What follows belongs to an exercise in optimizing a design on an open flow for small area, a short achievable clock period and few clock cycles; a production flow would make more cautious choices. No functional check of the RTL was part of any run shown here. Power figures rest on the tool's default switching activity, not on a simulated workload.

File: flow/run.sh
#!/bin/bash
# Standard layout (the standard.sh: standard synthesis, ORFS floorplan to
# finish, same SDC), with two make settings added on its command line:
#  * BUFFER_PORTS_ARGS from flow/ports.txt: the cell buffer_ports puts on every
#    input and output port (it still buffers every port).
# Each make run's full output goes to its own log here.
set -euo pipefail
MARGIN=$(cat flow/margin.txt)
PORTBUF=$(cat flow/ports.txt)
sed -E "s/ SETUP_SLACK_MARGIN=[^ ]*//; s/CLKGATE_MAP_FILE= /CLKGATE_MAP_FILE= SETUP_SLACK_MARGIN=$MARGIN 'BUFFER_PORTS_ARGS=-buffer_cell $PORTBUF' /" standard.sh > standard_margin.sh
grep -q "SETUP_SLACK_MARGIN=$MARGIN " standard_margin.sh
bash standard_margin.sh synth > make_synth.log 2>&1
bash standard_margin.sh finish > make_finish.log 2>&1
test -s out/final.def
File: flow/ports.txt
sky130_fd_sc_hd__buf_2
File: design.v
`timescale 1ns / 1ps
`default_nettype none
package rctw_pkg;
  localparam int IN_TDATA_W  = 160;
  localparam int OUT_TDATA_W = 64;
  localparam int OUT_TUSER_W = 4;
  localparam int CFG_IDX_W   = 3;
  localparam int CFG_DATA_W  = 24;
  localparam int POS_W = 25;
  localparam logic [1:0] REGION_SKY   = 2'd0;
  localparam logic [1:0] REGION_WALL  = 2'd1;
  localparam logic [1:0] REGION_FLOOR = 2'd2;
endpackage
`default_nettype wire
`timescale 1ns / 1ps
`default_nettype none
module rctw_div (
  input  logic                      clk,
  input  logic                      rst_n,
  input  logic                      start,
  input  logic [8:0]                tex_width,
  input  logic [15:0]               line_height,
  input  logic [10:0]               draw_start,    
  input  logic [10:0]               half_height,   
  input  logic                      advance,       
  output logic                      busy,
  output logic                      busy_nxt,
  output logic                      prime,
  output logic [rctw_pkg::POS_W-1:0] position
);
  localparam int PW = rctw_pkg::POS_W;
  logic [4:0]    cnt_r;     
  logic [15:0]   div_r;
  logic [15:0]   rem_r;
  logic [PW-1:0] quo_r;     
  logic [16:0]   off_r;
  logic [PW-1:0] pos_r;
  logic          ph_sum;
  logic          ph_sub;
  logic          ph_div;
  logic          horner;
  logic [16:0]   trial;
  logic [16:0]   diff;
  logic          fits;
  logic [PW-1:0] add_a;
  logic [PW-1:0] add_b;
  logic [PW-1:0] pos_sum;
  logic [4:0] cnt_nxt;
  logic       ph_off;
  logic       busy_r;
  assign busy     = busy_r;
  assign cnt_nxt  = start ? 5'd1 : (!busy || prime) ? 5'd0 : cnt_r + 5'd1;
  assign busy_nxt = (cnt_nxt != 5'd0);
  assign trial = {rem_r, quo_r[PW-1]};
  assign diff  = trial - {1'b0, div_r};
  assign fits  = ~diff[16];
  always_comb begin
    if (ph_sum) begin
      add_a = {14'd0, draw_start};
      add_b = {10'd0, div_r[15:1]};    
    end else if (ph_sub) begin
      add_a = pos_r;
      add_b = ~{14'd0, half_height};
    end else if (horner) begin
      add_a = {pos_r[PW-2:0], 1'b0};
      add_b = quo_r[0] ? {{(PW-17){off_r[16]}}, off_r} : '0;
    end else begin
      add_a = pos_r;
      add_b = quo_r;
    end
  end
  logic [PW:0] pos_x;
  assign pos_x   = {add_a, 1'b1} + {add_b, ph_sub};
  assign pos_sum = pos_x[PW:1];
  always_ff @(posedge clk) begin
    if (!rst_n) begin
      cnt_r  <= '0;
      busy_r <= 1'b0;
      ph_sum <= 1'b0;
      ph_sub <= 1'b0;
      ph_off <= 1'b0;
      ph_div <= 1'b0;
      horner <= 1'b0;
      prime  <= 1'b0;
    end else begin
      cnt_r  <= cnt_nxt;
      busy_r <= busy_nxt;
      ph_sum <= (cnt_nxt == 5'd1);
      ph_sub <= (cnt_nxt == 5'd2);
      ph_off <= (cnt_nxt == 5'd3);
      ph_div <= (cnt_nxt >= 5'd3) && (cnt_nxt <= 5'd27);
      horner <= (cnt_nxt >= 5'd3) && (cnt_nxt <= 5'd28);
      prime  <= (cnt_nxt == 5'd29);
    end
  end
  always_ff @(posedge clk) begin
    if (start) begin
      quo_r <= {tex_width, 16'd0};
    end else if (ph_div) begin
      quo_r <= {quo_r[PW-2:0], fits};
    end
    if (busy || advance) begin
      pos_r <= pos_sum;
    end
  end
  always_ff @(posedge clk) begin
    if (start) begin
      div_r <= (line_height == 16'd0) ? 16'd1 : line_height;
      rem_r <= '0;
    end else if (ph_div) begin
      rem_r <= fits ? diff[15:0] : trial[15:0];
    end
    if (ph_off) begin
      off_r <= pos_r[16:0];
    end
  end
  assign position = pos_r;
endmodule
`default_nettype wire
`timescale 1ns / 1ps
`default_nettype none
module rctw_ctrl (
  input  logic        clk,
  input  logic        rst_n,
  input  logic        start,
  input  logic [23:0] perp,
  input  logic [17:0] dir,
  input  logic [15:0] pos_lo,
  input  logic [8:0]  tex_width,
  input  logic        mirror,
  input  logic        cnt_load,
  input  logic [11:0] cnt_value,
  input  logic        cnt_dec,
  output logic        cnt_one,
  output logic        busy,
  output logic        busy_nxt,
  output logic        tex_load,
  output logic        tex_load_nxt,
  output logic [7:0]  tex_col
);
  logic [4:0]  st_r;       
  logic [23:0] a_r;
  logic [23:0] m_r;
  logic [17:0] q_r;
  logic [15:0] f_r;
  logic [8:0]  tw_r;
  logic        mir_r;
  logic [4:0]  st_nxt;
  logic        busy_r;
  logic        ph_shift_r;   
  logic        ph_last_r;    
  logic        ph_frac_r;    
  logic        ph_twm_r;     
  logic        ph_mirr_r;    
  logic        ph_tex_r;     
  logic        bit_en;
  logic        sub;
  logic [23:0] opnd;
  logic [24:0] sum;
  logic [25:0] sum_x;
  logic [15:0] f_sum;
  assign busy     = busy_r;
  assign st_nxt   = start ? 5'd1 : (!busy || ph_tex_r) ? 5'd0 : st_r + 5'd1;
  assign busy_nxt = (st_nxt != 5'd0);
  assign tex_load = ph_tex_r;
  assign tex_load_nxt = (st_nxt == 5'd30);
  always_ff @(posedge clk) begin
    if (!rst_n) begin
      st_r       <= '0;
      busy_r     <= 1'b0;
      ph_shift_r <= 1'b0;
      ph_last_r  <= 1'b0;
      ph_frac_r  <= 1'b0;
      ph_twm_r   <= 1'b0;
      ph_mirr_r  <= 1'b0;
      ph_tex_r   <= 1'b0;
    end else begin
      st_r       <= st_nxt;
      busy_r     <= busy_nxt;
      ph_shift_r <= ((st_nxt >= 5'd1) && (st_nxt <= 5'd18))
                 || ((st_nxt >= 5'd20) && (st_nxt <= 5'd28));
      ph_last_r  <= (st_nxt == 5'd18);
      ph_frac_r  <= (st_nxt == 5'd19);
      ph_twm_r   <= (st_nxt == 5'd28);
      ph_mirr_r  <= (st_nxt == 5'd29);
      ph_tex_r   <= tex_load_nxt;
    end
  end
  assign sub    = ph_last_r || ph_mirr_r;
  assign bit_en = (ph_shift_r && q_r[0]) || ph_mirr_r;
  assign opnd   = bit_en ? (m_r ^ {24{sub}}) : 24'd0;
  assign sum_x  = {1'b0, a_r, 1'b1} + {1'b0, opnd, bit_en & sub};
  assign sum    = sum_x[25:1];
  assign f_sum   = f_r + (busy ? {a_r[13:0], q_r[17:16]} : 16'hFFFF);
  assign cnt_one = (f_r == 16'd1);
  always_ff @(posedge clk) begin
    if (start || ph_frac_r) begin
      a_r <= '0;
    end else if (ph_shift_r) begin
      a_r <= sum[24:1];
    end else if (ph_mirr_r && mir_r) begin
      a_r[14:7] <= ~sum[14:7];
    end
  end
  always_ff @(posedge clk) begin
    if (start) begin
      m_r   <= perp;
      q_r   <= dir;
      f_r   <= pos_lo;
      tw_r  <= tex_width;
      mir_r <= mirror;
    end else if (busy) begin
      if (ph_shift_r) begin
        q_r <= {sum[0], q_r[17:1]};
      end else if (ph_frac_r) begin
        q_r <= {9'd0, tw_r};
      end
      if (ph_frac_r) begin
        m_r <= {8'd0, f_sum};
      end else if (ph_twm_r) begin
        m_r <= {8'd0, tw_r, 7'd0};
      end
    end else if (cnt_load) begin
      f_r <= {4'd0, cnt_value};
    end else if (cnt_dec) begin
      f_r <= f_sum;
    end
  end
  assign tex_col = a_r[14:7];
endmodule
`default_nettype wire
`timescale 1ns / 1ps
`default_nettype none
module rctw_datapath (
  input  logic                            clk,
  input  logic                            rst_n,
  input  logic                            cfg_we,
  input  logic [rctw_pkg::CFG_IDX_W-1:0]  cfg_index,
  input  logic [rctw_pkg::CFG_DATA_W-1:0] cfg_data,
  input  logic                            in_tvalid,
  input  logic                            in_tuser,
  input  logic [rctw_pkg::IN_TDATA_W-1:0] in_tdata,
  output logic                            in_tready,
  output logic                            out_valid,
  input  logic                            out_ready,
  output logic [21:0]                     pixel_addr,
  output logic [15:0]                     texel_index,
  output logic [23:0]                     flat_color,
  output logic [1:0]                      region,
  output logic [1:0]                      texture_id,
  output logic                            last_row
);
  logic [8:0]  tex_width_r;
  logic [8:0]  hmask_r;         
  logic [11:0] screen_width_r;
  logic [11:0] screen_height_r;
  logic [23:0] sky_color_r;
  logic [23:0] floor_color_r;
  logic        sw_write;
  assign sw_write = cfg_we && (cfg_index == 3'd2);
  always_ff @(posedge clk) begin
    if (!rst_n) begin
      tex_width_r     <= 9'd64;
      hmask_r         <= 9'd63;
      screen_width_r  <= 12'd640;
      screen_height_r <= 12'd480;
      sky_color_r     <= '0;
      floor_color_r   <= '0;
    end else if (cfg_we) begin
      case (cfg_index)
        3'd0: tex_width_r     <= cfg_data[8:0];
        3'd1: hmask_r         <= cfg_data[8:0] - 9'd1;
        3'd2: screen_width_r  <= cfg_data[11:0];
        3'd3: screen_height_r <= cfg_data[11:0];
        3'd4: sky_color_r     <= cfg_data;
        3'd5: floor_color_r   <= cfg_data;
        default: ;
      endcase
    end
  end
  logic in_tready_r;
  logic col_acc;
  logic row_acc;
  assign in_tready = in_tready_r;
  assign col_acc   = in_tvalid && in_tready_r && !in_tuser;
  assign row_acc   = in_tvalid && in_tready_r && in_tuser;
  logic [10:0] column_r;
  logic [10:0] ds_r;
  logic [10:0] de_r;
  logic [1:0]  tsel_r;
  logic [11:0] rc_r;
  logic        side;
  logic        rdx_neg;
  logic        rdy_neg;
  assign side    = in_tdata[115];
  assign rdx_neg = in_tdata[72];
  assign rdy_neg = in_tdata[90];
  logic       busy_a;
  logic       busy_b;
  logic       busy_a_nxt;
  logic       busy_b_nxt;
  logic [7:0] tex_col;
  logic [24:0] tex_pos;
  logic       cnt_load;
  logic       cnt_dec;
  logic       cnt_one;
  logic       advance;
  logic       prime;
  logic       tex_load;
  logic       tex_load_nxt;
  rctw_ctrl u_col (
    .clk       (clk),
    .rst_n     (rst_n),
    .start     (col_acc),
    .perp      (in_tdata[114:91]),
    .dir       (side ? in_tdata[72:55] : in_tdata[90:73]),
    .pos_lo    (side ? in_tdata[26:11] : in_tdata[48:33]),
    .tex_width (tex_width_r),
    .mirror    (side ? rdy_neg : !rdx_neg),
    .cnt_load  (cnt_load),
    .cnt_value (rc_r),
    .cnt_dec   (cnt_dec),
    .cnt_one   (cnt_one),
    .busy      (busy_a),
    .busy_nxt  (busy_a_nxt),
    .tex_load  (tex_load),
    .tex_load_nxt (tex_load_nxt),
    .tex_col   (tex_col)
  );
  rctw_div u_step (
    .clk         (clk),
    .rst_n       (rst_n),
    .start       (col_acc),
    .tex_width   (tex_width_r),
    .line_height (in_tdata[131:116]),
    .draw_start  (ds_r),
    .half_height (screen_height_r[11:1]),
    .advance     (advance),
    .busy        (busy_b),
    .busy_nxt    (busy_b_nxt),
    .prime       (prime),
    .position    (tex_pos)
  );
  logic        active;
  logic        is_sky;
  logic        is_wall;
  logic [11:0] rc_inc;
  logic        wall_inc;
  logic [15:0] texel;
  assign rc_inc     = rc_r + 12'd1;
  logic        sky_r;
  logic        wall_r;
  logic        act_r;
  logic        sky_inc;
  logic        act_inc;
  logic        sh_write;
  logic        sh_dirty_r;
  logic        act_lt;
  logic        last_eq;
  assign active     = act_r;
  assign is_sky     = sky_r;
  assign is_wall    = wall_r;
  assign sky_inc    = rc_inc < {1'b0, ds_r};
  assign wall_inc   = !sky_inc && (rc_inc <= {1'b0, de_r});
  assign act_lt     = rc_inc < screen_height_r;
  assign last_eq    = (rc_inc == screen_height_r);
  assign act_inc    = !rc_inc[11] && act_lt;
  assign sh_write   = cfg_we && (cfg_index == 3'd3);
  logic [15:0] cs_s_r;
  logic [15:0] cs_c_r;
  logic [8:0]  u_r;
  logic        tex_dirty_r;
  logic        fresh_r;      
  logic        reprime;
  logic        reprime_r;
  logic        sel_u_r;
  logic        go_r;
  logic        cs_load;
  logic [8:0]  u_raw;
  logic [8:0]  u;
  logic [10:0] tw3_r;        
  logic        tex_wr_r;     
  logic [15:0] pp [6];
  logic [15:0] l1s, l1c, l2s, l2c, l3s, l3c, l4s, l4c;
  logic [31:0] t1, t2, t3, t4;
  function automatic logic [31:0] csa(input logic [15:0] a, input logic [15:0] b,
                                      input logic [15:0] c);
    logic [15:0] sm;
    logic [15:0] cy;
    sm = a ^ b ^ c;
    cy = (a & b) | (a & c) | (b & c);
    csa = {sm, cy[14:0], 1'b0};
  endfunction
  function automatic logic [15:0] pick(input logic [1:0] d, input logic [8:0] tw,
                                       input logic [10:0] tw3);
    case (d)
      2'd0:    pick = 16'd0;
      2'd1:    pick = {7'd0, tw};
      2'd2:    pick = {6'd0, tw, 1'b0};
      default: pick = {5'd0, tw3};
    endcase
  endfunction
  always_ff @(posedge clk) begin
    tw3_r <= {2'd0, tex_width_r} + {1'd0, tex_width_r, 1'b0};
  end
  assign u_raw = sel_u_r ? u_r : tex_pos[24:16];
  assign u     = u_raw & hmask_r;
  always_comb begin
    for (int i = 0; i < 4; i++) begin
      pp[i] = pick(u[2*i+1 -: 2], tex_width_r, tw3_r) << (2 * i);
    end
    pp[4] = u[8] ? {tex_width_r[7:0], 8'd0} : 16'd0;
    pp[5] = {8'd0, tex_col};
    t1  = csa(pp[0], pp[1], pp[2]);
    l1s = t1[31:16];
    l1c = t1[15:0];
    t2  = csa(pp[3], pp[4], pp[5]);
    l2s = t2[31:16];
    l2c = t2[15:0];
    t3  = csa(l1s, l1c, l2s);
    l3s = t3[31:16];
    l3c = t3[15:0];
    t4  = csa(l3s, l3c, l2c);
    l4s = t4[31:16];
    l4c = t4[15:0];
  end
  assign texel = cs_s_r + cs_c_r;
  logic        held_r;       
  logic        dirty_r;      
  logic        ff_r;         
  logic        o_valid_r;
  logic [21:0] o_addr_r;
  logic [15:0] o_texel_r;
  logic [23:0] o_flat_r;
  logic        o_wall_r;
  logic        o_floor_r;
  logic [1:0]  o_tsel_r;
  logic        o_last_r;
  logic        want;
  logic        can_gen;
  logic        fire;
  logic        held_nxt;
  logic        busy_nxt;
  logic        busy;
  logic        stall_nxt;
  logic        ff_step;
  logic        ff_begin;
  logic        ff_done;
  logic        rc_zero;
  assign rc_zero  = (rc_r == 12'd0);
  logic [21:0] addr_nxt;
  assign addr_nxt = (rc_zero || (dirty_r && !ff_r)) ? {11'd0, column_r}
                  : o_addr_r + {10'd0, screen_width_r};
  assign want     = (held_r || row_acc) && active;
  assign can_gen  = (!o_valid_r || out_ready) && !dirty_r && !tex_dirty_r && !sh_dirty_r
                 && !(is_wall && busy);
  assign fire     = (held_r || row_acc) && go_r && (!o_valid_r || out_ready);
  assign held_nxt = (held_r || row_acc) && (active || sh_dirty_r) && !can_gen;
  assign advance  = fire && is_wall;
  assign ff_begin = dirty_r && !ff_r && !busy_a && !col_acc;
  assign ff_step  = ff_r && !cnt_one && !col_acc;
  assign ff_done  = ff_r && cnt_one;
  assign cnt_load = ff_begin;
  assign cnt_dec  = ff_step;
  assign busy_nxt = busy_a_nxt || busy_b_nxt;
  assign busy     = busy_a || busy_b;
  always_comb begin
    if (col_acc) begin
      stall_nxt = (in_tdata[142:132] == 11'd0);
    end else if (fire) begin
      stall_nxt = busy_nxt && wall_inc;
    end else begin
      stall_nxt = busy_nxt && is_wall;
    end
  end
  always_ff @(posedge clk) begin
    if (!rst_n) begin
      in_tready_r <= 1'b1;
      held_r      <= 1'b0;
      dirty_r     <= 1'b0;
      ff_r        <= 1'b0;
      o_valid_r   <= 1'b0;
      column_r    <= '0;
      sky_r       <= 1'b0;
      sh_dirty_r  <= 1'b0;
      wall_r      <= 1'b1;
      act_r       <= 1'b1;
      ds_r        <= '0;
      de_r        <= '0;
      tsel_r      <= '0;
      rc_r        <= '0;
    end else begin
      in_tready_r <= !held_nxt && !stall_nxt;
      held_r      <= held_nxt;
      if (fire) begin
        o_valid_r <= 1'b1;
      end else if (out_ready) begin
        o_valid_r <= 1'b0;
      end
      if (col_acc) begin
        sky_r  <= (in_tdata[142:132] != 11'd0);
        wall_r <= (in_tdata[142:132] == 11'd0);
      end else if (fire) begin
        sky_r  <= sky_inc;
        wall_r <= wall_inc;
      end
      sh_dirty_r <= sh_write;
      if (col_acc) begin
        act_r <= (screen_height_r != 12'd0);
      end else if (sh_dirty_r) begin
        act_r <= !rc_r[11] && (act_lt || last_eq);
      end else if (fire) begin
        act_r <= act_inc;
      end
      if (col_acc) begin
        column_r <= in_tdata[10:0];
        ds_r     <= in_tdata[142:132];
        de_r     <= in_tdata[153:143];
        tsel_r   <= side ? {1'b0, !rdy_neg} : {1'b1, !rdx_neg};
        rc_r     <= '0;
      end else if (fire) begin
        rc_r     <= rc_inc;
      end
      if (sw_write) begin
        dirty_r <= 1'b1;
      end else if (col_acc || (ff_begin && rc_zero) || ff_done) begin
        dirty_r <= 1'b0;
      end
      if (col_acc || ff_done || sw_write) begin
        ff_r <= 1'b0;
      end else if (ff_begin && !rc_zero) begin
        ff_r <= 1'b1;
      end
    end
  end
  logic texw;
  logic act_n, wall_n, dirty_n, tex_dirty_n, reprime_n;
  assign texw = cfg_we && (cfg_index[2:1] == 2'd0);
  always_comb begin
    if (col_acc) begin
      act_n  = (screen_height_r != 12'd0);
      wall_n = (in_tdata[142:132] == 11'd0);
    end else begin
      act_n  = sh_dirty_r ? (!rc_r[11] && (act_lt || last_eq)) : fire ? act_inc : act_r;
      wall_n = fire ? wall_inc : wall_r;
    end
    if (sw_write) begin
      dirty_n = 1'b1;
    end else if (col_acc || (ff_begin && rc_zero) || ff_done) begin
      dirty_n = 1'b0;
    end else begin
      dirty_n = dirty_r;
    end
    tex_dirty_n = texw || (tex_dirty_r && !reprime);
    reprime_n   = tex_dirty_n && !texw && !busy_a_nxt && !busy_b_nxt;
  end
  always_ff @(posedge clk) begin
    if (!rst_n) begin
      go_r      <= 1'b1;
      reprime_r <= 1'b0;
      sel_u_r   <= 1'b0;
    end else begin
      go_r      <= act_n && !dirty_n && !tex_dirty_n && !sh_write && !(wall_n && busy_nxt);
      reprime_r <= reprime_n;
      sel_u_r   <= reprime_n || tex_load_nxt;
    end
  end
  assign reprime = reprime_r;
  assign cs_load = advance || tex_load || reprime;
  always_ff @(posedge clk) begin
    if (!rst_n) begin
      tex_dirty_r <= 1'b0;
      tex_wr_r    <= 1'b0;
      fresh_r     <= 1'b1;
    end else begin
      tex_wr_r <= cfg_we && (cfg_index[2:1] == 2'd0);
      if (cfg_we && (cfg_index[2:1] == 2'd0)) begin
        tex_dirty_r <= 1'b1;
      end else if (reprime) begin
        tex_dirty_r <= 1'b0;
      end
      if (col_acc) begin
        fresh_r <= 1'b0;
      end
    end
  end
  always_ff @(posedge clk) begin
    if (cs_load) begin
      cs_s_r <= l4s;
      cs_c_r <= l4c;
    end
    if (advance || prime) begin
      u_r <= tex_pos[24:16];
    end
  end
  always_ff @(posedge clk) begin
    if (fire) begin
      o_addr_r  <= addr_nxt;
      o_texel_r <= (is_wall && !fresh_r) ? texel : 16'd0;
      o_flat_r  <= is_sky ? sky_color_r : is_wall ? 24'd0 : floor_color_r;
      o_wall_r  <= is_wall;
      o_floor_r <= !is_sky && !is_wall;
      o_tsel_r  <= tsel_r;
      o_last_r  <= last_eq;
    end else if ((ff_begin && !rc_zero) || ff_step) begin
      o_addr_r  <= addr_nxt;
    end
  end
  assign out_valid   = o_valid_r;
  assign pixel_addr  = o_addr_r;
  assign texel_index = o_texel_r;
  assign flat_color  = o_flat_r;
  assign region      = {o_floor_r, o_wall_r};
  assign texture_id  = o_tsel_r;
  assign last_row    = o_last_r;
endmodule
`default_nettype wire
`timescale 1ns / 1ps
`default_nettype none
module raycast_column_texture_walker_core #(
  parameter int FRAC_BITS = 16
) (
  input  logic                             clk,
  input  logic                             rst_n,
  input  logic                             cfg_valid,
  output logic                             cfg_ready,
  input  logic [rctw_pkg::CFG_IDX_W-1:0]   cfg_index,
  input  logic [rctw_pkg::CFG_DATA_W-1:0]  cfg_data,
  input  logic                             in_tvalid,
  output logic                             in_tready,
  input  logic [rctw_pkg::IN_TDATA_W-1:0]  in_tdata,
  input  logic                             in_tuser,
  output logic                             out_tvalid,
  input  logic                             out_tready,
  output logic [rctw_pkg::OUT_TDATA_W-1:0] out_tdata,
  output logic [rctw_pkg::OUT_TUSER_W-1:0] out_tuser,
  output logic                             out_tlast
);
  logic [21:0] pixel_addr;
  logic [15:0] texel_index;
  logic [23:0] flat_color;
  logic [1:0]  region;
  logic [1:0]  texture_id;
  assign cfg_ready = 1'b1;
  rctw_datapath u_dp (
    .clk         (clk),
    .rst_n       (rst_n),
    .cfg_we      (cfg_valid),
    .cfg_index   (cfg_index),
    .cfg_data    (cfg_data),
    .in_tvalid   (in_tvalid),
    .in_tuser    (in_tuser),
    .in_tdata    (in_tdata),
    .in_tready   (in_tready),
    .out_valid   (out_tvalid),
    .out_ready   (out_tready),
    .pixel_addr  (pixel_addr),
    .texel_index (texel_index),
    .flat_color  (flat_color),
    .region      (region),
    .texture_id  (texture_id),
    .last_row    (out_tlast)
  );
  assign out_tdata = {2'd0, flat_color, texel_index, pixel_addr};
  assign out_tuser = {texture_id, region};
endmodule
`default_nettype wire
File: standard.sh
#!/bin/bash
# synth_recipe.tcl (not shown) runs the flow's synth.tcl, then flattens the netlist and writes it again
# the make line also repeats each setting of config.mk as NAME=value (left out here)
make -C /OpenROAD-flow-scripts/flow DESIGN_CONFIG=/design/flow/config.mk WORK_HOME=/design/flow/orfs CLKGATE_MAP_FILE= SYNTH_SCRIPT=/design/flow/synth_recipe.tcl "${@:-finish}"
File: constraint.sdc
create_clock -name core_clock -period 10.0 [get_ports {clk}]
set_input_delay 2.0000 -clock core_clock [delete_from_list [all_inputs] [get_ports {clk}]]
set_output_delay 2.0000 -clock core_clock [all_outputs]
set_load 0.01 [all_outputs]
File: flow/margin.txt
6.5
File: config.mk
export PLATFORM = sky130hd
export DESIGN_NAME = raycast_column_texture_walker_core
export DESIGN_NICKNAME = raycast_column_texture_walker_core
export VERILOG_FILES = /design/flow/design.v
export SDC_FILE = /design/flow/constraint.sdc
export NUM_CORES = 4
export LEC_CHECK = 0
export CAP_MARGIN = 20
export CORE_MARGIN = 2
export CORE_UTILIZATION = 60
export PLACE_DENSITY = 0.75
export SLEW_MARGIN = 20
==> results of run 1 <==
==> state kept, by name, summed over array words and instances, names as in the netlist, 17 cells and up <==
register and flops:
u_dp.u_step.pos_r 25, u_dp.u_step.quo_r 25, u_dp.floor_color_r 24, u_dp.o_flat_r 24, u_dp.sky_color_r 24, u_dp.u_col.a_r 24
u_dp.u_col.m_r 24, u_dp.o_addr_r 22, u_dp.u_col.q_r 18, u_dp.u_step.off_r 17
==> layer usage <==
metal / GRT usage, % / wire (um) / vias up
met5: 0 / 39 / -
met4: 14.5 / 3480 / 6
met3: 5.09 / 5380 / 196
met2: 50.5 / 35700 / 862
met1: 36.9 / 29900 / 11000
li1: - / - / 11000
==> cell type report <==
class	instances	area [um^2]	area share, %
diodes	2	5.00	0.0157
inverters	124	504	1.58
clock buffers	71	1490	4.66
flip-flops and latches	483	12100	37.9
multi-input cells	2263	14900	46.7
clock inverters	25	208	0.650
repair buffers	313	1950	6.12
well taps	600	751	2.35
repair inverters	1	11.3	0.0353
==> cell usage in the layout (no fill, tap or decap), types with 8 or more instances in the layout <==
| master | count |
|---|---|
| sky130_fd_sc_hd__clkinv_2 | 9 |
| sky130_fd_sc_hd__or3_1 | 15 |
| sky130_fd_sc_hd__a21oi_1 | 286 |
| sky130_fd_sc_hd__clkbuf_1 | 13 |
| sky130_fd_sc_hd__dfxtp_1 | 233 |
| sky130_fd_sc_hd__o21bai_1 | 12 |
| sky130_fd_sc_hd__and2_1 | 20 |
| sky130_fd_sc_hd__nor2_1 | 221 |
| sky130_fd_sc_hd__nand3_1 | 63 |
| sky130_fd_sc_hd__nor3_1 | 31 |
| sky130_fd_sc_hd__inv_1 | 120 |
| sky130_fd_sc_hd__fa_1 | 32 |
| sky130_fd_sc_hd__nand2b_1 | 62 |
| sky130_fd_sc_hd__ha_1 | 173 |
| sky130_fd_sc_hd__xor2_1 | 80 |
| sky130_fd_sc_hd__a21oi_2 | 8 |
| sky130_fd_sc_hd__or2_2 | 13 |
| sky130_fd_sc_hd__a21boi_0 | 8 |
| sky130_fd_sc_hd__o211ai_1 | 21 |
| sky130_fd_sc_hd__nor2b_1 | 45 |
| sky130_fd_sc_hd__a31oi_1 | 28 |
| sky130_fd_sc_hd__and3_1 | 18 |
| sky130_fd_sc_hd__a211oi_1 | 33 |
| sky130_fd_sc_hd__clkbuf_16 | 58 |
| sky130_fd_sc_hd__edfxtp_1 | 241 |
| sky130_fd_sc_hd__o21ai_0 | 159 |
| sky130_fd_sc_hd__o21a_1 | 16 |
| sky130_fd_sc_hd__nor4_1 | 16 |
| sky130_fd_sc_hd__buf_4 | 50 |
| sky130_fd_sc_hd__nand4_1 | 15 |
| sky130_fd_sc_hd__xnor2_1 | 79 |
| sky130_fd_sc_hd__nand2_1 | 490 |
| sky130_fd_sc_hd__buf_2 | 244 |
| sky130_fd_sc_hd__a21o_1 | 31 |
| sky130_fd_sc_hd__mux2i_1 | 121 |
| sky130_fd_sc_hd__mux2_2 | 16 |
==> timing repair <==
action / in CTS / in global routing
pin swaps: 14 / 18
setup endpoints to repair: 216 / 124
buffers inserted: 16 / 30
cloned: 4 / 5
resized for setup: 75 / 45
==> stage by stage <==
step	worst slack [ns]	hold WS, ns	util (%)	std cells	area, um^2
2_1_floorplan	5.64	0.376	-	3046	27900
3_3_place_gp	4.73	0.413	64.2	3729	29200
3_5_place_dp	4.66	0.426	64.2	3729	29200
4_1_cts	6.50	0.433	68.9	3845	31400
5_1_grt	6.22	0.442	70.1	3881	31900
6_report	6.41	0.434	70.1	3882	31900
==> final timing paths <==
check	slack, ns	start	cells after the start	endpoint
hold / removal	0.43	u_dp.tsel_r[1]$_SDFFE_PN0P_	0	u_dp.o_tsel_r[1]$_DFFE_PP_
hold reg to reg	0.43	u_dp.tsel_r[1]$_SDFFE_PN0P_	0	u_dp.o_tsel_r[1]$_DFFE_PP_
setup reg to reg	6.41	u_dp.u_step.horner$_SDFF_PN0_	15	u_dp.u_step.pos_r[23]$_DFFE_PP_
setup / recovery	6.41	u_dp.u_step.horner$_SDFF_PN0_	15	u_dp.u_step.pos_r[23]$_DFFE_PP_
==> report_power, final <==
group          total [uW]  leakage [uW]  internal [uW]  switching [uW]
clock                1910      0.000825           1080             834
combinational        1340       0.00810            559             786
sequential           2400       0.00426           2290             111
==> cell families after synthesis <==
logic type,after synthesis,share of synthesized area [%]
and+or+nand+nor,1055,16.9
AOI/OAI and AO/OA,694,14.8
DFF,483,43.5
buffers and inverters,303,4.30
adders and majority gates,208,10.3
xor gates and xnor gates,163,5.21
muxes,137,5.01
other,2,0.0270
==> impl_results.md, run 1 <==
- Final setup violation count: 0
- Net count of the finished layout: 3638
- Wire length after detailed routing: 74500 um
- Worst-Skew Late Latency: 0.63 ns
- Cells along the critical path: buf_4 -> nand2b_4 -> buf_12 -> mux2i_1 -> o21ai_0 -> ha_1 -> a211o_1 -> o211ai_1 -> a21oi_2 -> a221o_1 -> a41oi_2 -> nor3_2 -> a211oi_2 -> a21oi_2 -> xor2_1
- Pre-antenna DRT Iters: 8
- Buffer and inverter count on the worst path: 2
- Most instantiated cells after synthesis: sky130_fd_sc_hd__nand2_1 (497), sky130_fd_sc_hd__a21oi_1 (298), sky130_fd_sc_hd__dfxtp_1 (242), sky130_fd_sc_hd__edfxtp_1 (241), sky130_fd_sc_hd__nor2_1 (227)
- Wire length of the first global-routing pass: 114000 um
- Relative max-transition margin: 26.1%
- Maxcap violations: 0
- Num CTS Buffers: 51
- Quantity of I/O buffers inserted on ports: 243
- Largest buffer count on any clock path: 3
- Critical Path Fanout Max: 13
- Type of the worst setup path: reg2reg
- Initial standard-cell utilization of the core: 61.0%
- CTS Root Buffer Type: sky130_fd_sc_hd__clkbuf_16
- Slowest CP cell: sky130_fd_sc_hd__dfxtp_4
- Arrival @ worst endpoint: 3.95 ns
- Fin crit share: 35.9%
- Worst hold-check path type: reg2reg
- Number of vias per cell: 5.95
- Chip Height: 219 um
- Ys flop type: sky130_fd_sc_hd__dfxtp_1
- Global-route total usage across every layer: 29.8%
- Final Total Pwr: 5660 uW
- Maximum number of pins on one net before global-route repair: 98
- Iter 0 DRT Violations: 1952
- Drt wl/cell: 19.2 um
- Standby leakage power: 0.0132 uW
- Synth top area cells: sky130_fd_sc_hd__edfxtp_1 (26%), sky130_fd_sc_hd__dfxtp_1 (17%), sky130_fd_sc_hd__ha_1 (7.9%), sky130_fd_sc_hd__nand2_1 (6.7%), sky130_fd_sc_hd__a21oi_1 (5.4%)
- Crit-path max cell delay: 0.38 ns
- Filler cell count: 3470
- Crit-path most repeated cell: sky130_fd_sc_hd__a21oi_2
- Netlist area before placement: 27800 um^2
- Clock slew at the register clock pins of the worst setup and hold paths: 0.06 ns
- Worst vdd ir: 0.000110 V
- Final estimated routing congestion in global placement: 0.929
- Register bit count reported by yosys: 483
- Number of library cell types mapped by synthesis: 77
- Clock sink count: 483
- Status: finished clean
- DR vias: 23100
- Number of instances in the synthesized netlist: 3045
- Max Clk Rate: 279 MHz
- Half-perimeter wire length after detailed placement: 50200 um
- CP endpoint kind: register
- EDFF count, synth: 241
- Warnings from Yosys: 4
- GRT Residual Overflow: 0
- Power per Cell Area: 177 nW/um^2
- Setup total negative slack: 0 ns
- Number of routed nets with antenna violations: 0
- Slew at the pin closest to its max-slew limit: 1.11 ns
- Die span in x: 219 um
- Area of the core: 45600 um^2
- Cell type with the largest total area after synthesis: sky130_fd_sc_hd__edfxtp_1
- Post-synthesis async set-or-reset flop share: 0%
- Most frequent cell after synthesis: sky130_fd_sc_hd__nand2_1
- Standard-cell rows: 78
- Unrepaired setup endpoints after global routing: yes
- Count of endpoints failing hold in the final timing report: 0
- Vias in the first global route: 22400
- Die area: 48000 um^2
- Worst setup SP type: register
- Sequential element share of the synthesized area: 43.5%
- Max-slew violation count: 0
- Layout Skew: 0.0308 ns
- Number of H-tree branching levels: 2
- Top-area cell type share of the netlist area: 26.0%
- Count of hold-fix buffers inserted at cts: 0
- IO Count: 265
- Antenna violations before repair: 4
- TritonCTS clock tree: yes
- Minimum clock period after layout: 3.59 ns
- Cell family with most CP delay: compound AO/OA/AOI/OAI gates
- Ratio of cells with drive above 1 in the final layout: 15.5%
- Mean post-synth cell area: 9.12 um^2
- Layout area overhead: 14.9%
- Post-detailed-route DRC marker count: 0
- Required time at the endpoint of the critical path: 10.36 ns
==> run 2, diff against run 1 <==
--- a/design.v
+++ b/design.v
@@ -594,16 +594,16 @@
     end
   end
   always_ff @(posedge clk) begin
-    if (fire) begin
+    if (fire || (ff_begin && !rc_zero) || ff_step) begin
       o_addr_r  <= addr_nxt;
+    end
+    if (!o_valid_r || out_ready) begin
       o_texel_r <= (is_wall && !fresh_r) ? texel : 16'd0;
       o_flat_r  <= is_sky ? sky_color_r : is_wall ? 24'd0 : floor_color_r;
       o_wall_r  <= is_wall;
       o_floor_r <= !is_sky && !is_wall;
       o_tsel_r  <= tsel_r;
       o_last_r  <= last_eq;
-    end else if ((ff_begin && !rc_zero) || ff_step) begin
-      o_addr_r  <= addr_nxt;
     end
   end
   assign out_valid   = o_valid_r;
--- a/config.mk
+++ b/config.mk
@@ -8,5 +8,4 @@
 export CAP_MARGIN = 20
 export CORE_MARGIN = 2
 export CORE_UTILIZATION = 60
-export PLACE_DENSITY = 0.75
 export SLEW_MARGIN = 20
==> run 2 against run 1 <==
Net effect: fmax up 2.2%; area after synthesis up 2.0%; setup slack better by 0.076 ns; first-iteration DRC count down 19%; combinational power up 7%; utilization down 0.29 points; clock power down 2%; non-clock buffer count down 8; die area up 2.0%; cell count up 0.62%; synthesized cell count up 0.85%; sequential share of layout area down 0.65 points; critical endpoint is now u_dp.u_col.f_r[2]$_DFFE_PP_; largest cell class unchanged; largest power group unchanged.
==> impl_results.md, run 2 <==
- TritonCTS clock tree: yes
- Status: finished clean
- Worst setup SP type: input port
- Clock Power Share: 32.5% (-1.3 points)
- Placement Setup Slack: 5.01 ns (+0.354 ns)
- Filler cell count: 3693 (+6.4%)
- Min setup slack post-route: 6.49 ns (+0.0759 ns)
- Drt wl/cell: 19.5 um (+1.8%)
- Vias in the first global route: 22300 (-0.30%)
- Relative contribution of combinational cells to total power: 25.1% (+1.4 points)
- Top-area cell type share of the netlist area: 25.5% (-0.51 points)
- Clock sink count: 483 (unchanged)
- Post-synthesis async set-or-reset flop share: 0% (unchanged)
- Quantity of I/O buffers inserted on ports: 243 (unchanged)
- Initial standard-cell utilization of the core: 60.9% (-0.082 points)
- Worst vdd ir: 0.000159 V (+45%)
- Layout Skew: 0.0180 ns (-0.0128 ns)
- Sequential Power Share: 42.4% (about the same)
- Relative max-transition margin: 27.6% (+1.5 points)
- Post-detailed-route DRC marker count: 0 (unchanged)
- Warnings from Yosys: 4 (unchanged)
- Largest registers: u_dp.u_step.pos_r: 25 flops, u_dp.u_step.quo_r: 25 flops
- Count of hold-fix buffers inserted at cts: 0 (unchanged)
- Area taken by flip-flops and latches: 12100 um^2 (about the same)
- Number of instances in the synthesized netlist: 3071 (+0.85%)
- Max-slew violation count: 0 (unchanged)
- Switching part of the total power: 31.0% (+0.49 points)
- Most frequent cell after synthesis: sky130_fd_sc_hd__nand2_1
- CP endpoint kind: register
- Fin crit share: 35.1% (-0.76 points)
- Largest buffer count on any clock path: 3 (unchanged)
- Arrival @ worst endpoint: 3.83 ns (-0.12 ns)
- CTS Root Buffer Type: sky130_fd_sc_hd__clkbuf_16
- Critical Path Fanout Max: 54 (+41)
- GRT Residual Overflow: 0 (unchanged)
- Iter 0 DRT Violations: 1583 (-19%)
- Number of library cell types mapped by synthesis: 79 (+2.6%)
- Synth top area cells: sky130_fd_sc_hd__edfxtp_1 (26%), sky130_fd_sc_hd__dfxtp_1 (17%), sky130_fd_sc_hd__ha_1 (7.7%), sky130_fd_sc_hd__nand2_1 (6.8%), sky130_fd_sc_hd__mux2i_1 (4.2%)
- Count of endpoints failing hold in the final timing report: 0 (unchanged)
- Clock slew at the register clock pins of the worst setup and hold paths: 0.06 ns (about the same)
- Number of vias per cell: 5.95 (about the same)
- Worst-Skew Late Latency: 0.61 ns (-0.02 ns)
- Most instantiated cells after synthesis: sky130_fd_sc_hd__nand2_1 (514), sky130_fd_sc_hd__dfxtp_1 (242), sky130_fd_sc_hd__edfxtp_1 (241), sky130_fd_sc_hd__nor2_1 (178), sky130_fd_sc_hd__ha_1 (175)
- Net count of the finished layout: 3656 (+0.49%)
- Final estimated routing congestion in global placement: 0.922 (-0.85%)
- Pre-antenna DRT Iters: 5 (-3)
- Number of routed nets with antenna violations: 0 (unchanged)
- Num CTS Buffers: 51 (unchanged)
- Max Clk Rate: 285 MHz (+2.2%)
- Most frequent standard cell in the layout excluding fill and tap cells: sky130_fd_sc_hd__nand2_1
- Unrepaired setup endpoints after global routing: yes
- Ratio of cells with drive above 1 in the final layout: 15.2% (-0.33 points)
- Half-perimeter wire length after detailed placement: 52200 um (+4.1%)
- Cell type with the largest total area after synthesis: sky130_fd_sc_hd__edfxtp_1
- DR vias: 23300 (+0.63%)
- Number of H-tree branching levels: 2 (unchanged)
- Standard-cell rows: 79 (+1.3%)
- Final setup violation count: 0 (unchanged)
- Minimum clock period after layout: 3.51 ns (-0.0759 ns)
- Sequential element share of the synthesized area: 42.6% (-0.86 points)
- IO Count: 265 (unchanged)
- Wire length after detailed routing: 76300 um (+2.4%)
- Area of the core: 46600 um^2 (+2.1%)
- Most used cells in the layout excluding fill and tap cells: sky130_fd_sc_hd__nand2_1 (508), sky130_fd_sc_hd__buf_2 (243), sky130_fd_sc_hd__edfxtp_1 (241)
- Type of the worst setup path: in2reg
- Register bit count reported by yosys: 483 (unchanged)
- NetSw: 1790 uW (+3.4%)
- Standby leakage power: 0.0134 uW (+1.7%)
- EDFF count, synth: 241 (unchanged)
- Global-route total usage across every layer: 29.8% (-0.058 points)
- Ys flop type: sky130_fd_sc_hd__dfxtp_1
- Netlist area before placement: 28300 um^2 (+2.0%)
- Mean post-synth cell area: 9.23 um^2 (+1.1%)
- Setup total negative slack: 0 ns (unchanged)
- Layout area overhead: 14.6%
- Die area: 49000 um^2 (+2.0%)
- Die span in x: 221 um (+0.98%)
- Maximum number of pins on one net before global-route repair: 105 (+7.1%)
- Worst hold-check path type: reg2reg
- Slew at the pin closest to its max-slew limit: 1.09 ns (-0.0219 ns)
- Wire length of the first global-routing pass: 118000 um (+3.8%)
- Maxcap violations: 0 (unchanged)
- Required time at the endpoint of the critical path: 10.32 ns (-0.04 ns)
- Footprint of the multi-input gates: 15600 um^2 (+4.6%)
- Antenna violations before repair: 1 (-3)
- Internal Pwr Total: 3970 uW (+1.0%)
- Power per Cell Area: 177 nW/um^2 (about the same)
- Chip Height: 221 um (+0.98%)
-- run 2: changes by cell type in the layout (fill, tap and decap cells not counted), moves of 7 or more --
cell                       change
sky130_fd_sc_hd__a21boi_0    +109
sky130_fd_sc_hd__a21oi_1     -129
sky130_fd_sc_hd__and2_1       +15
sky130_fd_sc_hd__and3_1       +12
sky130_fd_sc_hd__nand2_1      +18
sky130_fd_sc_hd__nand2b_1      +8
sky130_fd_sc_hd__nor2_1       -49
sky130_fd_sc_hd__nor3_1       +16
sky130_fd_sc_hd__o21a_1        +7
sky130_fd_sc_hd__or2_2         -8
sky130_fd_sc_hd__or3_1         +9
sky130_fd_sc_hd__xnor2_1       -7
sky130_fd_sc_hd__xor2_1       -12
-- run 2: metrics by stage --
step	util (%)	power (uW)	std cells	area, um^2	hold WS, ns
floorplan	-	3440	3072	28500	0.376
global placement	64.1	3770	3763	29800	0.417
detailed placement	64.1	3810	3763	29800	0.424
CTS	68.5	5720	3873	31900	0.438
global route	69.8	6030	3906	32500	0.451
finish	69.8	5760	3906	32500	0.441
-- run 2: metal layers --
metal / vias to the layer above / part of all wire, % / track usage (%)
met5: - / 0 / 0
li1: 11200 / - / -
met1: 11100 / 43 / 40.1
met2: 816 / 47 / 49.5
met3: 169 / 6.3 / 4.17
met4: 0 / 3.4 / 9.72
-- run 2: timing repair --
action,4_1_cts,5_1_grt
gates resized for setup,73,67
pin swaps,8,23
endpoints found under the hold margin,0,0
setup endpoints to repair,249,51
cloned,3,4
buffers inserted,11,28
-- run 2: final timing paths --
path | start | endpoint | slack [ns] | depth (start not counted)
setup / recovery | in_tvalid | u_dp.u_col.f_r[2]$_DFFE_PP_ | 6.49 | 7
hold reg to reg | u_dp.tsel_r[0]$_SDFFE_PN0P_ | u_dp.o_tsel_r[0]$_DFFE_PN_ | 0.44 | 0
hold / removal | u_dp.tsel_r[0]$_SDFFE_PN0P_ | u_dp.o_tsel_r[0]$_DFFE_PN_ | 0.44 | 0
setup reg to reg | u_dp.rc_r[0]$_SDFFE_PP0P_ | u_dp.go_r$_SDFF_PN1_ | 6.55 | 13
-- run 2: cells by family after synthesis --
logic type | synth area share (%)
buf+inv | 4.08
fa+ha+maj | 10.1
flops | 42.6
xor+xnor | 4.51
compound gates | 16.2
simple gates | 17.7
mux | 4.75
other cells | 0.0265
-- run 2: cell type report --
class,instances,area share (%)
clock buffer,78,4.62
tap,607,2.34
antenna,1,0.00770
timing repair buffer,305,5.85
timing repair inverter,1,0.0231
inverter,121,1.45
sequential,483,37.2
clock inverter,18,0.435
multi-input combinational,2292,48.0
-- run 2: worst max-delay path, cell delays in order --
cell and delay (ns):
sky130_fd_sc_hd__buf_2 0.12, sky130_fd_sc_hd__nand2_4 0.04, sky130_fd_sc_hd__or2_4 0.35, sky130_fd_sc_hd__buf_16 0.23, sky130_fd_sc_hd__buf_8 0.25, sky130_fd_sc_hd__a211oi_1 0.73
sky130_fd_sc_hd__a31oi_1 0.07
-- run 2: power by group through the flow --
stage,Clock (uW),Sequential (uW),Combinational (uW)
floorplan,0,2450,993
global placement,0,2480,1290
detailed placement,0,2480,1330
CTS,1900,2440,1380
global route,1970,2460,1600
finish,1870,2450,1440
==> run 3, diff against run 2 <==
==> flow/margin.txt (replaced) <==
6.6
==> run 3 against run 2 <==
Net effect: still clean; count of clock-buffer cells in the layout fell by 3; cell count rose by 0.56%; via count rose by 1.1%.
==> impl_results.md, run 3 <==
- Status: finished clean
- Top-area cell type share of the netlist area: 25.5% (unchanged)
- Fraction of the mapped netlist area in adder cells: 10.1% (unchanged)
- Count of endpoints failing hold in the final timing report: 0 (unchanged)
- Number of instances in the synthesized netlist: 3071 (unchanged)
- Warnings from Yosys: 4 (unchanged)
- Final setup violation count: 0 (unchanged)
- Crit-path most repeated cell: sky130_fd_sc_hd__buf_4
- Register bit count reported by yosys: 483 (unchanged)
- Maxcap violations: 0 (unchanged)
- Post-layout utilization of the core: 70.8% (+0.99 points)
- TritonCTS clock tree: yes
- Largest buffer count on any clock path: 3 (unchanged)
- Filler cell count: 3604 (-2.4%)
- Type of the worst setup path: in2reg
- Area of the core: 46600 um^2 (unchanged)
- Power per Cell Area: 180 nW/um^2 (+1.3%)
- Clock slew at the register clock pins of the worst setup and hold paths: 0.07 ns (about the same)
- Setup total negative slack: 0 ns (unchanged)
- Unrepaired setup endpoints after global routing: yes
- Largest registers: u_dp.u_step.pos_r: 25 flops, u_dp.u_step.quo_r: 25 flops
- Number of H-tree branching levels: 2 (unchanged)
- Worst reg2reg path endpoint: u_dp.u_step.pos_r[14]$_DFFE_PP_
- Vias in the first global route: 22000 (-1.3%)
- Slowest CP cell: sky130_fd_sc_hd__a211oi_1
- DR vias: 23500 (+1.1%)
- Synth top area cells: sky130_fd_sc_hd__edfxtp_1 (26%), sky130_fd_sc_hd__dfxtp_1 (17%), sky130_fd_sc_hd__ha_1 (7.7%), sky130_fd_sc_hd__nand2_1 (6.8%), sky130_fd_sc_hd__mux2i_1 (4.2%)
- Number of vias per cell: 5.98 (+0.49%)
- Cell count of the worst reg-to-reg path: 15 (+2)
- Initial standard-cell utilization of the core: 60.9% (unchanged)
- Wire length of the first global-routing pass: 119000 um (+0.22%)
- Standby leakage power: 0.0136 uW (+1.6%)
- Half-perimeter wire length after detailed placement: 52400 um (+0.23%)
- Net count of the finished layout: 3676 (+0.55%)
- Most frequent standard cell in the layout excluding fill and tap cells: sky130_fd_sc_hd__nand2_1
- Clock sink count: 483 (unchanged)
- Relative max-transition margin: 26.9% (-0.70 points)
- Reg-to-Reg Start: u_dp.u_step.ph_sub$_SDFF_PN0_
- Netlist area before placement: 28300 um^2 (unchanged)
- Die span in x: 221 um (unchanged)
- Die area: 49000 um^2 (unchanged)
- Ys flop type: sky130_fd_sc_hd__dfxtp_1
- Final estimated routing congestion in global placement: 0.913 (-0.91%)
- Xor/xnor cell area share of the yosys netlist: 4.51% (unchanged)
- Buffer and inverter count on the worst path: 4 (+1)
- Cell family with most CP delay: compound AO/OA/AOI/OAI gates
- Source of the critical timing path: in_tvalid
- Fin crit share: 34.7% (-0.47 points)
- Most used cells in the layout excluding fill and tap cells: sky130_fd_sc_hd__nand2_1 (505), sky130_fd_sc_hd__buf_2 (243), sky130_fd_sc_hd__edfxtp_1 (241)
- Global-route total usage across every layer: 30.1% (+0.37 points)
- Worst-Skew Late Latency: 0.61 ns (about the same)
- Required time at the endpoint of the critical path: 10.33 ns (about the same)
- Max-slew violation count: 0 (unchanged)
- Most frequent cell after synthesis: sky130_fd_sc_hd__nand2_1
- Slew at the pin closest to its max-slew limit: 1.10 ns (+0.0105 ns)
- Most instantiated cells after synthesis: sky130_fd_sc_hd__nand2_1 (514), sky130_fd_sc_hd__dfxtp_1 (242), sky130_fd_sc_hd__edfxtp_1 (241), sky130_fd_sc_hd__nor2_1 (178), sky130_fd_sc_hd__ha_1 (175)
- Sequential element share of the synthesized area: 42.6% (unchanged)
- Worst vdd ir: 0.000178 V (+12%)
- Number of routed nets with antenna violations: 0 (unchanged)
- Pre-antenna DRT Iters: 5 (unchanged)
- GRT Residual Overflow: 0 (unchanged)
- Worst setup path endpoint: u_dp.u_col.f_r[2]$_DFFE_PP_
- Dominant combinational cell family by area after synthesis: simple AND/OR/NAND/NOR gates
- Minimum clock period after layout: 3.47 ns (-0.0469 ns)
- Wire length after detailed routing: 78700 um (+3.2%)
- Crit-path max cell delay: 0.59 ns (-0.14 ns)
- CTS Root Buffer Type: sky130_fd_sc_hd__clkbuf_16
- Mean post-synth cell area: 9.23 um^2 (unchanged)
- CP endpoint kind: register
- Iter 0 DRT Violations: 1780 (+12%)
- Fraction of synthesized area in multiplexers: 4.75% (unchanged)
- Quantity of I/O buffers inserted on ports: 243 (unchanged)
- Maximum number of pins on one net before global-route repair: 85 (-19%)
- Ratio of cells with drive above 1 in the final layout: 16.3% (+1.1 points)
- Share of the synthesized area in compound gates (AO/OA/AOI/OAI): 16.2% (unchanged)
- Worst reg-to-reg setup slack: 6.63 ns (+0.08 ns)
- Antenna violations before repair: 5 (+4)
- Number of library cell types mapped by synthesis: 79 (unchanged)
- Standard-cell rows: 79 (unchanged)
- EDFF count, synth: 241 (unchanged)
- Cell type with the largest total area after synthesis: sky130_fd_sc_hd__edfxtp_1
- Layout area overhead: 16.2%
- Worst hold-check path type: reg2reg
- Post-synthesis async set-or-reset flop share: 0% (unchanged)
- Num CTS Buffers: 51 (unchanged)
- CP Depth: 8 (+1)
- Worst setup SP type: input port
- Arrival @ worst endpoint: 3.79 ns (-0.04 ns)
- Drt wl/cell: 20.0 um (+2.6%)
- IO Count: 265 (unchanged)
- Post-Synth Simple-Gate Area: 17.7% (unchanged)
- Layout Skew: 0.0166 ns (-0.00147 ns)
- Critical Path Fanout Max: 6 (-89%)
- Chip Height: 221 um (unchanged)
- Cells along the critical path: buf_2 -> nand2_4 -> or2_4 -> buf_4 -> buf_4 -> buf_4 -> a211oi_1 -> a31oi_1
- Max Clk Rate: 288 MHz (+1.4%)
- Post-detailed-route DRC marker count: 0 (unchanged)
## run 3: routing by layer
| metal | share of wire (%) | vias to the layer above | GRT usage (%) | wire length [um] |
|---|---|---|---|---|
| met5 | 0.034 | - | 0 | 27 |
| li1 | - | 11200 | - | - |
| met4 | 3.9 | 4 | 11.0 | 3070 |
| met3 | 7.4 | 172 | 5.92 | 5840 |
| met2 | 46 | 837 | 48.7 | 36100 |
| met1 | 43 | 11200 | 40.2 | 33700 |
## run 3: worst min-delay path by stage
stage                                                start  slack, ns  depth (start not counted)                         end
after floorplan           u_dp.tex_width_r[0]$_SDFFE_PN0P_       0.38                          0       u_dp.tw3_r[0]$_DFF_P_
after global placement         u_dp.tsel_r[1]$_SDFFE_PN0P_       0.42                          0  u_dp.o_tsel_r[1]$_DFFE_PN_
after detailed placement       u_dp.tsel_r[1]$_SDFFE_PN0P_       0.43                          0  u_dp.o_tsel_r[1]$_DFFE_PN_
after CTS                      u_dp.tsel_r[1]$_SDFFE_PN0P_       0.44                          0  u_dp.o_tsel_r[1]$_DFFE_PN_
after global routing           u_dp.tsel_r[1]$_SDFFE_PN0P_       0.45                          0  u_dp.o_tsel_r[1]$_DFFE_PN_
final                          u_dp.tsel_r[1]$_SDFFE_PN0P_       0.43                          0  u_dp.o_tsel_r[1]$_DFFE_PN_
## run 3: logic make-up after synthesis
kind of cell    Yosys count
other cells               2
simple gates           1093
xor+xnor                146
mux                     133
fa+ha+maj               208
compound gates          708
flops                   483
buf+inv                 298
## run 3: area by class of cell
type / count / area (um^2) / area share, %
sequential: 483 / 12100 / 36.7
timing repair inverter: 3 / 25.0 / 0.0760
inverter: 121 / 484 / 1.47
multi-input combinational: 2294 / 15700 / 47.7
clock inverter: 21 / 179 / 0.543
tap: 607 / 759 / 2.31
antenna: 3 / 7.51 / 0.0228
timing repair buffer: 321 / 2090 / 6.34
clock buffer: 75 / 1600 / 4.84
## run 3: metrics by stage
stage / setup WS, ns / area, um^2 / hold WS [ns] / cells / power (uW)
global placement: 4.56 / 29900 / 0.418 / 3762 / 3770
global route: 6.49 / 32900 / 0.451 / 3928 / 6180
finish: 6.53 / 32900 / 0.434 / 3928 / 5920
floorplan: 5.98 / 28500 / 0.376 / 3072 / 3450
CTS: 6.55 / 32200 / 0.436 / 3880 / 5840
detailed placement: 4.54 / 29900 / 0.428 / 3762 / 3810
## run 3: power breakdown
group / leakage, uW / total (uW) / internal, uW / switching (uW)
sequential: 0.00435 / 2450 / 2320 / 129
combinational: 0.00840 / 1490 / 608 / 882
clock: 0.000881 / 1980 / 1160 / 818
total: 0.0136 / 5920 / 4090 / 1830
## run 3: repair_timing
item,4_1_cts,5_1_grt
buffers inserted,15,36
endpoints found under the setup margin,218,126
cloned,7,9
resized for setup,81,76
pin swaps,13,34
hold buffers,0,0
==> run 4, diff against run 3 <==
==> flow/margin.txt (replaced) <==
6.3
==> run 4 against run 3 <==
Net effect: still clean; cell count is 1.3% lower; setup slack worse by 0.15 ns; global-route usage is 0.24 points lower; die area stayed put; non-clock buffer count is 47 lower; flip-flop and latch count stayed put; register-to-register slack worse by 0.16 ns; critical path type unchanged; critical endpoint is now u_dp.sel_u_r$_SDFF_PN0_; largest cell class unchanged; largest power group unchanged.
==> impl_results.md, run 4 <==
- Number of H-tree branching levels: 2 (unchanged)
- Slowest CP cell: sky130_fd_sc_hd__or2_4
- CTS Root Buffer Type: sky130_fd_sc_hd__clkbuf_16
- Buffer and inverter count on the worst path: 4 (unchanged)
- Register bit count reported by yosys: 483 (unchanged)
- Cell family with most CP delay: simple AND/OR/NAND/NOR gates
- Ratio of cells with drive above 1 in the final layout: 13.5% (-2.8 points)
- Worst hold-check slack: 0.428 ns (-0.00622 ns)
- Cells along the critical path: buf_2 -> nand2_4 -> or2_4 -> buf_16 -> inv_16 -> buf_16 -> nor2_2 -> a21oi_1 -> nor4b_2 -> and4_1 -> or2_2
- Worst vdd ir: 0.000195 V (+9.5%)
- Die area: 49000 um^2 (unchanged)
- Standard-cell rows: 79 (unchanged)
- Global-route total usage across every layer: 29.9% (-0.24 points)
- Antenna violations before repair: 3 (-2)
- Type of the worst setup path: in2reg
- Layout Skew: 0.0194 ns (+0.00278 ns)
- Required time at the endpoint of the critical path: 10.56 ns (+0.23 ns)
- Maximum number of pins on one net before global-route repair: 83 (-2.4%)
- Net count of the finished layout: 3625 (-1.4%)
- IO Count: 265 (unchanged)
- Slew at the pin closest to its max-slew limit: 1.09 ns (-0.00744 ns)
- Layout area overhead: 13.0%
- Top-area cell type share of the netlist area: 25.5% (unchanged)
- Mean post-synth cell area: 9.23 um^2 (unchanged)
- Area of the core: 46600 um^2 (unchanged)
- Initial standard-cell utilization of the core: 60.9% (unchanged)
- Drt wl/cell: 19.5 um (-2.6%)
- Final estimated routing congestion in global placement: 0.922 (+0.97%)
- Fraction of met3 tracks used by global routing: 4.83% (-1.1 points)
- Number of cells after detailed placement: 3763 (+0.027%)
- Setup total negative slack: 0 ns (unchanged)
- Worst hold-check path type: reg2reg
- Final setup violation count: 0 (unchanged)
- Clock sink count: 483 (unchanged)
- Relative max-transition margin: 27.4% (+0.50 points)
- Number of routed nets with antenna violations: 0 (unchanged)
- Post-synthesis async set-or-reset flop share: 0% (unchanged)
- EDFF count, synth: 241 (unchanged)
- Power per Cell Area: 181 nW/um^2 (+0.54%)
- Critical Path Fanout Max: 74 (+68)
- CP endpoint kind: register
- Worst setup SP type: input port
- Min setup slack post-route: 6.38 ns (-0.155 ns)
- Most instantiated cells after synthesis: sky130_fd_sc_hd__nand2_1 (514), sky130_fd_sc_hd__dfxtp_1 (242), sky130_fd_sc_hd__edfxtp_1 (241), sky130_fd_sc_hd__nor2_1 (178), sky130_fd_sc_hd__ha_1 (175)
- Num CTS Buffers: 52 (+2.0%)
- Iter 0 DRT Violations: 1896 (+6.5%)
- Quantity of I/O buffers inserted on ports: 243 (unchanged)
- Most frequent cell after synthesis: sky130_fd_sc_hd__nand2_1
- Busiest metal layer after global routing: met2
- Chip Height: 221 um (unchanged)
- Finished Cell Area: 32000 um^2 (-2.7%)
- Most frequent standard cell in the layout excluding fill and tap cells: sky130_fd_sc_hd__nand2_1
- Met2 track demand over resource in global routing: 49.4% (+0.62 points)
- Number of instances in the synthesized netlist: 3071 (unchanged)
- Max Clk Rate: 276 MHz (-4.3%)
- Minimum clock period after layout: 3.62 ns (+0.155 ns)
- Largest buffer count on any clock path: 3 (unchanged)
- Status: finished clean
- Wire length after detailed routing: 75700 um (-3.9%)
- Cell type with the largest total area after synthesis: sky130_fd_sc_hd__edfxtp_1
- Netlist area before placement: 28300 um^2 (unchanged)
- Wire length of the first global-routing pass: 119000 um (about the same)
- Worst reg-to-reg setup slack: 6.47 ns (-0.16 ns)
- Most used cells in the layout excluding fill and tap cells: sky130_fd_sc_hd__nand2_1 (507), sky130_fd_sc_hd__buf_2 (243), sky130_fd_sc_hd__edfxtp_1 (241)
- Half-perimeter wire length after detailed placement: 52200 um (-0.22%)
- Sequential element share of the synthesized area: 42.6% (unchanged)
- Placement Setup Slack: 4.23 ns (-0.306 ns)
- TritonCTS clock tree: yes
- Synth top area cells: sky130_fd_sc_hd__edfxtp_1 (26%), sky130_fd_sc_hd__dfxtp_1 (17%), sky130_fd_sc_hd__ha_1 (7.7%), sky130_fd_sc_hd__nand2_1 (6.8%), sky130_fd_sc_hd__mux2i_1 (4.2%)
- Clock slew at the register clock pins of the worst setup and hold paths: 0.06 ns (about the same)
- Number of library cell types mapped by synthesis: 79 (unchanged)
- Die span in x: 221 um (unchanged)
- GRT Residual Overflow: 0 (unchanged)
- Number of non-filler instances in the completed layout: 3877 (-1.3%)
- Post-Place Cell Area: 29800 um^2 (-0.14%)
- DR vias: 23100 (-1.7%)
- Met1 Resource Use GR: 40.6% (+0.36 points)
- Arrival @ worst endpoint: 4.18 ns (+0.39 ns)
- Standby leakage power: 0.0132 uW (-3.0%)
- Fin crit share: 36.2% (+1.5 points)
- Worst-Skew Late Latency: 0.62 ns (about the same)
- Max-slew violation count: 0 (unchanged)
- Pre-antenna DRT Iters: 5 (unchanged)
- Maxcap violations: 0 (unchanged)
- Count of endpoints failing hold in the final timing report: 0 (unchanged)
- Vias in the first global route: 22300 (+1.4%)
- Crit-path most repeated cell: sky130_fd_sc_hd__buf_16
- Count of hold-fix buffers inserted at cts: 0 (unchanged)
- Number of vias per cell: 5.96 (-0.43%)
- Crit-path max cell delay: 0.32 ns (-0.27 ns)
- Warnings from Yosys: 4 (unchanged)
- Ys flop type: sky130_fd_sc_hd__dfxtp_1
- Unrepaired setup endpoints after global routing: yes
- Post-detailed-route DRC marker count: 0 (unchanged)
- Largest registers: u_dp.u_step.pos_r: 25 flops, u_dp.u_step.quo_r: 25 flops
-- run 4: cell counts after synthesis --
Identical to the previous run, type by type.
-- run 4: cells by family after synthesis --
group           synth area share [%]
compound gates                  16.2
xor+xnor                        4.51
fa+ha+maj                       10.1
buf+inv                         4.08
flops                           42.6
mux                             4.75
other cells                   0.0265
simple gates                    17.7
-- run 4: routing by layer --
layer | wire length [um] | up-vias | share of wire, %
met5 | 0 | - | 0
met4 | 1950 | 0 | 2.6
met3 | 4890 | 124 | 6.5
met2 | 35400 | 799 | 47
met1 | 33500 | 11000 | 44
li1 | - | 11100 | -
-- run 4: path summary, 6_finish.rpt --
path | start | to | cells after the start
hold reg to reg | u_dp.tsel_r[1]$_SDFFE_PN0P_ | u_dp.o_tsel_r[1]$_DFFE_PN_ | 0
hold / removal | u_dp.tsel_r[1]$_SDFFE_PN0P_ | u_dp.o_tsel_r[1]$_DFFE_PN_ | 0
setup reg to reg | u_dp.u_step.horner$_SDFF_PN0_ | u_dp.u_step.pos_r[19]$_DFFE_PP_ | 12
setup / recovery | in_tvalid | u_dp.sel_u_r$_SDFF_PN0_ | 11
-- run 4: stage by stage --
stage | util (%) | power [uW]
finish | 68.8 | 5790
global placement | 64.0 | 3770
CTS | 68.4 | 5770
global route | 68.8 | 6050
floorplan | - | 3440
detailed placement | 64.0 | 3810
-- run 4: cell type report --
class                      instances  area (um^2)
multi-input combinational       2291        15400
fill                            3772        14500
sequential                       483        12100
timing repair buffer             274         1610
clock buffer                      79         1540
tap                              607          759
inverter                         121          474
clock inverter                    19          178
timing repair inverter             1         5.00
antenna                            2         5.00
-- run 4: worst reg2reg max path, delay by kind of cell (launching register included) --
kind	cells	cell delay, ns
adder cells (fa/ha/maj)	1	0.31
XOR/XNOR	1	0.09
AO/OA/AOI/OAI	5	1.00
buffers and inverters	2	0.37
AND/OR/NAND/NOR	3	1.09
flip-flops	1	0.42
-- run 4: power by group --
part           total [uW]  internal (uW)  switching [uW]
registers            2450           2320             128
clock network        1940           1120             820
logic                1400            562             839
total                5790           4000            1790
-- run 4: timing repair --
action                                 in CTS  in global routing
pin swaps                                   3                  7
setup endpoints to repair                 215                 66
setup buffers                               5                  4
resized for setup                          52                 37
cloned                                      3                  2
endpoints found under the hold margin       0                  0

port drivers added, routing unchanged:
The results above use ideal ports. As a check the final layouts listed here were re-extracted and re-timed, cells and wires unchanged.
Step 1 (the two cells are an assumption about what drives the block):
set clk [get_ports {clk}]
set_driving_cell -lib_cell sky130_fd_sc_hd__clkbuf_16 $clk
set_driving_cell -lib_cell sky130_fd_sc_hd__buf_2 [delete_from_list [all_inputs] $clk]
Step 2 moves the port delays by t, midway between the first and last clock arrival at a register: inputs arrive t later, outputs are due t later. That takes back most of the time a late clock gives input paths.
Slacks: no drivers / after step 1 / after step 2; pairs: no drivers / after step 1.
run | t, ns | setup slack, ns | hold WS [ns] | worst data-port slew with drivers (ns)
run 1 | 0.672 | 6.409 / 6.409 / 5.916 | 0.434 / 0.434 / 0.434 | 0.10
run 2 | 0.664 | 6.485 / 6.505 / 5.841 | 0.441 / 0.441 / 0.441 | 0.06
run 3 | 0.657 | 6.532 / 6.562 / 5.904 | 0.434 / 0.434 / 0.434 | 0.09
run 4 | 0.669 | 6.378 / 6.412 / 5.743 | 0.428 / 0.428 / 0.428 | 0.07
After both steps every run listed still meets setup and hold. For run 2, which loses most, drivers alone change the setup slack by +0.020 ns; drivers and shift together by -0.644 ns.
